From an optimization exercise on the open Yosys and OpenROAD flow, aimed at small area; shortcuts taken in it are not production practice.
Only simulation tests tie the RTL to the original design; equivalence was not proved.
Power figures rest on the tool's default switching activity, not on a simulated workload.

**flow/run.sh**
```bash
#!/bin/bash
# synth_recipe.tcl (not shown) runs the flow's synth.tcl, then flattens the netlist and writes it again
# the make line also repeats each setting of config.mk as NAME=value (left out here)
make -C /OpenROAD-flow-scripts/flow DESIGN_CONFIG=/design/flow/config.mk WORK_HOME=/design/flow/orfs CLKGATE_MAP_FILE= SYNTH_SCRIPT=/design/flow/synth_recipe.tcl finish
```
**flow/config.mk**
```make
export PLATFORM = sky130hd
export DESIGN_NAME = ws2812_tx_up
export DESIGN_NICKNAME = ws2812_tx_up
export VERILOG_FILES = /design/flow/design.v
export SDC_FILE = /design/flow/constraint.sdc
export NUM_CORES = 4
export LEC_CHECK = 0
export CAP_MARGIN = 20
export CORE_MARGIN = 2
export CORE_UTILIZATION = 40
export SLEW_MARGIN = 20
```
**flow/constraint.sdc**
```tcl
create_clock -name core_clock -period 12.0 [get_ports {clkn}]
set_input_delay 2.4000 -clock core_clock [delete_from_list [all_inputs] [get_ports {clkn}]]
set_output_delay 2.4000 -clock core_clock [all_outputs]
set_load 0.01 [all_outputs]
```
**flow/design.v**
```verilog
package ambi_led_pkg;
    localparam int WS_TBIT    = 186;
    localparam int WS_T0H     = 59;
    localparam int WS_T1H     = 119;
    localparam int WS_TRST    = 41580;
    localparam int NUM_LED_UP = 78;
endpackage
module ws2812_tx_up (
    input  logic        clkn,
    input  logic        reset,
    input  logic        dv_RGB_in,
    input  logic [23:0] RGB_in,
    output logic        led_dout,
    output logic        busy,
    output logic        frame_done,
    output logic        drop
);
    localparam int NLED = ambi_led_pkg::NUM_LED_UP;    
    localparam int TBIT = ambi_led_pkg::WS_TBIT;       
    localparam int T0H  = ambi_led_pkg::WS_T0H;        
    localparam int T1H  = ambi_led_pkg::WS_T1H;        
    localparam int TRST = ambi_led_pkg::WS_TRST;       
    localparam int FRAME = NLED * 24 * TBIT + TRST;
    localparam int END_C = (FRAME - 1) % TBIT;
    localparam int END_N = (FRAME - 1 - T0H) / TBIT + 1;
    localparam int END_W = END_N / 24;
    localparam int END_J = END_N % 24;
    logic [NLED*24-1:0] ring;
    logic [23:0]        tail;
    logic               busy_q, drop_q, dout_q, bitv_q;
    logic [6:0]         p_q;         
    logic [7:0]         c_q;         
    logic [4:0]         j_q;         
    logic [6:0]         w_q;         
    logic               launch, last, c_end, c_t0, c_t1, sel_bit, dout_set;
    assign tail   = ring[NLED*24-1 -: 24];
    assign launch = !busy_q && dv_RGB_in && (p_q == 7'(NLED - 1));
    assign last   = busy_q && (w_q == 7'(END_W)) && (j_q == 5'(END_J)) && (c_q == 8'(END_C));
    assign c_end  = (c_q == 8'(TBIT - 1));
    assign c_t0   = (c_q == 8'(T0H - 1));
    assign c_t1   = (c_q == 8'(T1H - 1));
    always_comb begin
        if (j_q < 5'd8)       sel_bit = tail[5'd15 - j_q];
        else if (j_q < 5'd16) sel_bit = tail[5'd31 - j_q];
        else                  sel_bit = tail[5'd23 - j_q];
    end
    assign dout_set = launch || (busy_q && c_end && (w_q < 7'(NLED)));
    always_ff @(negedge clkn) begin
        ring <= {ring[NLED*24-25:0], busy_q ? tail : RGB_in};
    end
    always_ff @(negedge clkn) begin
        c_q <= (launch || c_end) ? 8'd0 : c_q + 8'd1;
        if (launch) begin
            j_q <= '0;
            w_q <= '0;
        end else if (c_t0) begin
            j_q <= (j_q == 5'd23) ? 5'd0 : j_q + 5'd1;
            if (j_q == 5'd23) w_q <= w_q + 7'd1;
        end
        if (busy_q && (p_q == w_q)) bitv_q <= sel_bit;
    end
    always_ff @(negedge clkn or posedge reset) begin
        if (reset) begin
            busy_q <= 1'b0;
            p_q    <= '0;
            drop_q <= 1'b0;
            dout_q <= 1'b0;
        end else begin
            busy_q <= launch || (busy_q && !last);
            p_q    <= ((p_q == 7'(NLED - 1)) || last || (!busy_q && !dv_RGB_in)) ? 7'd0 : p_q + 7'd1;
            drop_q <= busy_q ? dv_RGB_in : (!dv_RGB_in && (p_q != 7'd0));
            dout_q <= dout_set || (dout_q && !c_t1 && !(c_t0 && !bitv_q));
        end
    end
    assign led_dout   = dout_q;
    assign busy       = busy_q;
    assign frame_done = last;
    assign drop       = drop_q;
endmodule
```
==> reports/metrics.yaml <==
grt.busiest_layer: "met2"
fp.dieH_um: 319
start_kind: "flip-flop"
rsz0062_at_grt: "no"
critPathArrivalTime_ns: 8.72
syn_to_final_growth_pct: 37.6
core_region_area_um2: 98400
synth_cells: 2109
dieArea_um2: 102000
grt.met1_usage_pct: 12.5
cts_buffers: 174
track_usage_pct: 12.4
vias: 21100
seqCellArea_um2: 38200
drive_gt1_share_pct: 7.15
ys_ff_latch: 1903
drc_errors: 0
cts_setup_buffers: 0
drv_cap: 0
crit_end: "frame_done"
worst_ir_drop_vdd_v: 0.000146
status: "no timing/DRC/antenna violations"
p_comb_share_pct: 0.1
reg2reg_depth: 5
p_int_mw: 10.4
ys_warn_count: 1
die_w_um: 319
tns_ns: 0
grt_start_max_net_pins: 32
clockRootBuffer: "clkbuf_16"
grt_pass1_wl_um: 104000
cts_tree: "built"
async_reset_ff_share_pct: 0.525
cts.path.max_buffers: 3
synth_cell_types: 45
powerDensity_nw_per_um2: 265
met2_usage_pct: 16.6
tightest_slew_ns: 0.628
p_switching_mw: 4.02
crit_fanout: 14
synth-seq-area-share_pct: 96.1
dp_hpwl_um: 22900
hold_buffers: 0
reg2reg_to: "w_q[5]$_SDFFE_NP0P_"
via_per_inst: 3.74
netlist_area_um2: 39700
synth_flop_cell: "dfxtp_1"
wire_per_inst_um: 10.6
clk_transition_reported_paths_ns: 0.04
finalSetupViolCount: 0
mappedNetlistNets: 2148
fill_cells: 7885
slew_violations: 0
skew_ns: 0.0647
max-slew-margin-rel_pct: 58.2
seqPwrFrac_pct: 44.1
firstDrtPassIters: 5
clock-sinks: 1903
clkPwrFrac_pct: 55.8
place_worst_setup_slack_ns: 1.64
port_buffers: 30
multi_input_area_um2: 1460
drt_iter0_drc: 736
worst_setup_path_end_kind: "primary output"
p_sw_share_pct: 27.8
cp-startpoint: "c_q[2]$_SDFF_NP0_"
clkLatencyLatePin_ns: 0.75
reg2reg_from: "j_q[0]$_SDFFE_NP0N_"
overflow: 0
antenna_found_initial: 8
timing.reg2reg.setup_slack_ns: 9.49
use_met3_pct: 9.05
cts.htree.levels: 4
hold_viol: 0
place_congestion: 0.772
required_ns: 9.60
p_leak_nw: 29.1
setup_ws_ns: 0.882
io_pins: 31
cts_resized: 0
grt_pass1_vias: 26700
synth_edf_count: 1
initial_utilization_pct: 40.3
fin_nets: 4238
rows: 115
worstSetupPathType: "flip-flop to primary output"
antenna_left: 0
routed_wl_um: 59500
hold_path.class: "flip-flop to flip-flop"
avgSynthCellArea_um2: 18.8
worst max-delay path: stages, from the launching register on:
cell and delay [ns]:
dfxtp_1 0.59, nor4bb_1 0.51, nand3_1 0.16, nor2_1 0.17, clkdlybuf4s50_1 0.56
cell type report:
type,instances,area share (%)
flip-flops and latches,1903,69.9
clock inverters,2033,15.8
clock buffers,175,8.02
well taps,1287,2.95
multi-input cells,183,2.66
repair buffers,31,0.564
inverters,13,0.0893
diodes,2,0.00916
Yosys cell counts (3+ instances only):
cell type	instances	area, um^2
a21oi_1	6	30.0
mux2_2	25	282
nor2_1	25	93.8
nand3_1	14	70.1
nand2b_1	5	31.3
and3_1	3	18.8
nor4_1	3	18.8
or3_1	3	18.8
xnor2_1	16	140
dfrtn_1	10	250
nand2_1	8	30.0
dfxtp_1	1892	37900
clkbuf_1	8	30.0
inv_1	14	52.6
and2_1	3	18.8
ha_1	12	150
xor2_1	7	61.3
o21ai_0	4	20.0
mux4_2	4	90.1
and4b_1	3	30.0
nand4_1	8	50.1
mux2i_1	6	60.1
registers in the layout (all words and copies together), names as in the netlist:
name    cells
ring     1872
c_q         8
bitv_q      1
busy_q      1
p_q         7
w_q         7
drop_q      1
j_q         5
dout_q      1
kinds of logic after synthesis:
group / share of synthesized area (%)
AOI/OAI and AO/OA: 0.366
buffers and inverters: 0.217
DFF: 96.1
and+or+nand+nor: 1.33
muxes: 1.09
xor gates and xnor gates: 0.507
adders and majority gates: 0.378
worst min path at each step:
stage                             startpoint            endpoint  cells after the start
after CTS                  ring[321]$_DFF_N_   ring[345]$_DFF_N_                      0
after detailed placement  ring[1408]$_DFF_N_  ring[1432]$_DFF_N_                      0
after floorplan            ring[976]$_DFF_N_  ring[1000]$_DFF_N_                      0
after global routing      ring[1352]$_DFF_N_  ring[1376]$_DFF_N_                      0
after global placement    ring[1609]$_DFF_N_  ring[1633]$_DFF_N_                      0
final                      ring[321]$_DFF_N_   ring[345]$_DFF_N_                      0
routing by layer:
| layer | part of all wire, % | routed length, um | vias to the layer above |
|---|---|---|---|
| met5 | 0.022 | 13 | - |
| met4 | 3.1 | 1820 | 2 |
| met3 | 4.1 | 2440 | 160 |
| met2 | 46 | 27200 | 343 |
| met1 | 47 | 28000 | 9700 |
| li1 | - | - | 10900 |
power groups by stage:
stage               sequential, mW  combinational [mW]  clock, mW
global placement              6.46             0.00966      0.950
CTS                           6.37              0.0100       8.48
finish                        6.38             0.00982       8.07
floorplan                     6.46            0.000755      0.950
global route                  6.36              0.0105       9.25
detailed placement            6.46             0.00991      0.950
cells in the final DEF (no fill, tap or decap), types with 7 or more instances in the layout:
| cell | n |
|---|---|
| inv_1 | 1947 |
| dfxtp_1 | 1892 |
| clkbuf_16 | 175 |
| clkinvlp_2 | 47 |
| clkdlybuf4s50_1 | 30 |
| nor2_1 | 25 |
| mux2_2 | 25 |
| bufinv_16 | 24 |
| xnor2_1 | 16 |
| nand3_1 | 14 |
| ha_1 | 12 |
| dfrtn_1 | 10 |
| nand2_1 | 8 |
| nand4_1 | 8 |
| xor2_1 | 7 |
metrics by stage:
stage	hold WS, ns	area, um^2	total power [mW]	utilization, %	std cells
floorplan	0.310	39700	7.41	-	2109
global placement	0.310	41600	7.42	42.3	3418
detailed placement	0.312	41600	7.42	42.3	3418
CTS	0.286	54600	14.9	55.5	5625
global route	0.289	54600	15.6	55.5	5625
finish	0.285	54600	14.5	55.5	5627
